This is an optimization exercise on Yosys and OpenROAD, whose aim is small area, a short achievable clock period and few clock cycles per item, not a production implementation. Only simulation tests tie the RTL to the original design; equivalence was not proved. No driver is modelled on the clock port, so clocking that relies on it looks cheaper here than on a real chip. Power figures rest on the tool's default switching activity, not on a simulated workload.

ember:
==> flow/design.v (excerpt) <==
module taylor_sine_cosine_top (
	input  wire logic                            clk,
	input  wire logic                            arst_n,
	input  wire logic                            s_tvalid,
	output logic                                 s_tready,
	input  wire logic [tsc_pkg::IN_DATA_W-1:0]   s_tdata,
	input  wire logic                            s_tuser,
	output logic                                 m_tvalid,
	input  wire logic                            m_tready,
	output logic [tsc_pkg::OUT_DATA_W-1:0]       m_tdata,
	output logic                                 m_tuser
);
Size: about 2,400 cells after synthesis, roughly 100 flip-flops, ~64 I/O pins, about 14,000 µm² of cells after synthesis.
export LEC_CHECK = 0
export ABC_AREA = 1
export CAP_MARGIN = 20
export CORE_MARGIN = 2
export CORE_UTILIZATION = 12
export PLACE_DENSITY = 0.2
export SLEW_MARGIN = 20
export SYNTH_HIERARCHICAL = 1
export TNS_END_PERCENT = 100
create_clock -name core_clock -period 9.0 [get_ports {clk}]
standard.sh (not shown) runs the stock make flow with config.mk's settings and CLKGATE_MAP_FILE= SYNTH_SCRIPT=/design/flow/synth_recipe.tcl, a recipe that flattens the netlist after the stock synthesis.
==> flow/flow/run.sh <==
#!/bin/bash
set -euo pipefail
here=$(pwd)
export POST_CTS_TCL="$here/flow/skew.tcl"
export SKEW_CELL=sky130_fd_sc_hd__clkbuf_1
export SKEW_LAST_CELL=sky130_fd_sc_hd__clkbuf_8
export SKEW_STAGES=10
bash standard.sh SETUP_SLACK_MARGIN=6.2 SKIP_CTS_REPAIR_TIMING=1 \
	POST_CTS_TCL="$here/flow/skew.tcl" finish > standard.log 2>&1
==> flow/flow/skew.tcl <==
# Hook run after clock tree synthesis (POST_CTS_TCL, with the CTS step's own timing
# repair skipped): give the clock of the table output register (r_rom_q, r_neg_q)
# extra delay, so that the long path into it, from the request register through
# the result table, may use time that the short path out of it, through the
# negation into the output register, does not need. Both paths are between
# registers inside the design. Then the CTS step's usual placement and timing
# repair.
set block [ord::get_db_block]
set db [ord::get_db]
set master [$db findMaster $::env(SKEW_CELL)]
set last_master [$db findMaster $::env(SKEW_LAST_CELL)]
set stages $::env(SKEW_STAGES)
array set groups {}
foreach inst [$block getInsts] {
  set name [$inst getName]
  if {[string match {r_rom_q*} $name] || [string match {r_neg_q*} $name]} {
    set it [$inst findITerm CLK]
    lappend groups([[$it getNet] getName]) $it
  }
}
set n 0
foreach netname [lsort [array names groups]] {
  set net [$block findNet $netname]
  set its $groups($netname)
  set sx 0
  set sy 0
  foreach it $its {
    set b [[$it getInst] getBBox]
    set sx [expr {$sx + [$b xMin]}]
    set sy [expr {$sy + [$b yMin]}]
  }
  set cx [expr {int($sx / [llength $its])}]
  set cy [expr {int($sy / [llength $its])}]
  set prev $net
  for {set k 0} {$k < $stages} {incr k} {
    set m [expr {$k == $stages - 1 ? $last_master : $master}]
    set inst [odb::dbInst_create $block $m "skewbuf_${n}_$k"]
    set newnet [odb::dbNet_create $block "skewnet_${n}_$k"]
    $newnet setSigType CLOCK
    [$inst findITerm A] connect $prev
    [$inst findITerm X] connect $newnet
    $inst setLocation $cx $cy
    $inst setPlacementStatus PLACED
    set prev $newnet
  }
  foreach it $its {
    $it disconnect
    $it connect $prev
  }
  puts "skew: [llength $its] sinks of $netname behind $stages buffers"
  incr n
}
set result [catch { detailed_placement } msg]
if { $result != 0 } {
  error "Detailed placement failed after clock skew: $msg"
}
estimate_parasitics -placement
report_clock_skew
repair_timing_helper
set result [catch { detailed_placement } msg]
if { $result != 0 } {
  error "Detailed placement failed in CTS: $msg"
}
check_placement -verbose
report_checks -path_delay max -format end -group_path_count 5
Testbench counts of ember, summed over its fixed seeds: cycles 2,424, items 2,400.
diff inputs: ember => zinc
Settings: CORE_UTILIZATION now 15, was 12; PLACE_DENSITY now 0.25, was 0.2.
--- a/flow/flow/run.sh
+++ b/flow/flow/run.sh
@@ -6,4 +6,4 @@
 export SKEW_LAST_CELL=sky130_fd_sc_hd__clkbuf_8
-export SKEW_STAGES=10
-bash standard.sh SETUP_SLACK_MARGIN=6.2 SKIP_CTS_REPAIR_TIMING=1 \
+export SKEW_STAGES=8
+bash standard.sh SETUP_SLACK_MARGIN=6.1 SKIP_CTS_REPAIR_TIMING=1 \
 	POST_CTS_TCL="$here/flow/skew.tcl" finish > standard.log 2>&1
Notes after the runs:
Looking at average wire per standard cell, zinc sits about 12% higher than ember does. Summary of zinc over ember: via count barely changed, horizontal die dimension lost 10%, fmax lower. Looking at last element of the critical path, the r_rom_q[32]$_DFFE_PP_ result is from zinc; the r_rom_q[2]$_DFFE_PP_ one comes from ember.
> inputs changed (zinc -> onyx)
Settings: CORE_UTILIZATION: 15 -> 10; PLACE_DENSITY: 0.25 -> 0.2.
--- a/flow/flow/run.sh
+++ b/flow/flow/run.sh
@@ -7,3 +7,3 @@
 export SKEW_STAGES=8
-bash standard.sh SETUP_SLACK_MARGIN=6.1 SKIP_CTS_REPAIR_TIMING=1 \
+bash standard.sh SETUP_SLACK_MARGIN=6.2 SKIP_CTS_REPAIR_TIMING=1 \
 	POST_CTS_TCL="$here/flow/skew.tcl" finish > standard.log 2>&1
--- outcome ---
The clock network power reported for onyx is greater than that of zinc by about 2%. Sum of routed wire length over all layers shrinks slightly when moving from zinc to onyx. The endpoint of the worst setup timing path comes out r_rom_q[32]$_DFFE_PP_ in one run and r_rom_q[2]$_DFFE_PP_ in the other, namely in zinc and onyx respectively. Diff onyx and zinc: total power consumption of the routed design higher in onyx. Cell with the largest stage delay on the worst path: inv_1 -> onyx, nand2_1 -> zinc.

re-timing with driven ports:
Ports are ideal in the flow. The routed layouts listed here were re-timed in OpenROAD. Step 1, drivers: a clkbuf_16 drives clk and a buf_2 each remaining input, both assumed. Step 2, shift: input delay + t, output delay - t, t = (earliest + latest rising clock arrival at the registers) / 2. This alone moves slack from input paths to output paths. Slacks: ideal ports / drivers / drivers and shift; pairs: ideal ports / drivers.
run	t, ns	setup WS [ns]	worst setup path after step 2	clock arrival spread, ns
ember	0.966	5.908 / 5.908 / 5.292	input to register	1.054 / 1.054
zinc	0.878	5.846 / 5.846 / 5.288	input to register	0.838 / 0.838
onyx	0.893	5.836 / 5.836 / 5.409	input to register	0.897 / 0.898
In every run listed the clock reaches the registers at very different times; t lies between them, and the last value is a rough guide only. The setup slack of ember, which loses most, moves by 0.000 ns with the drivers and by -0.616 ns with both steps.
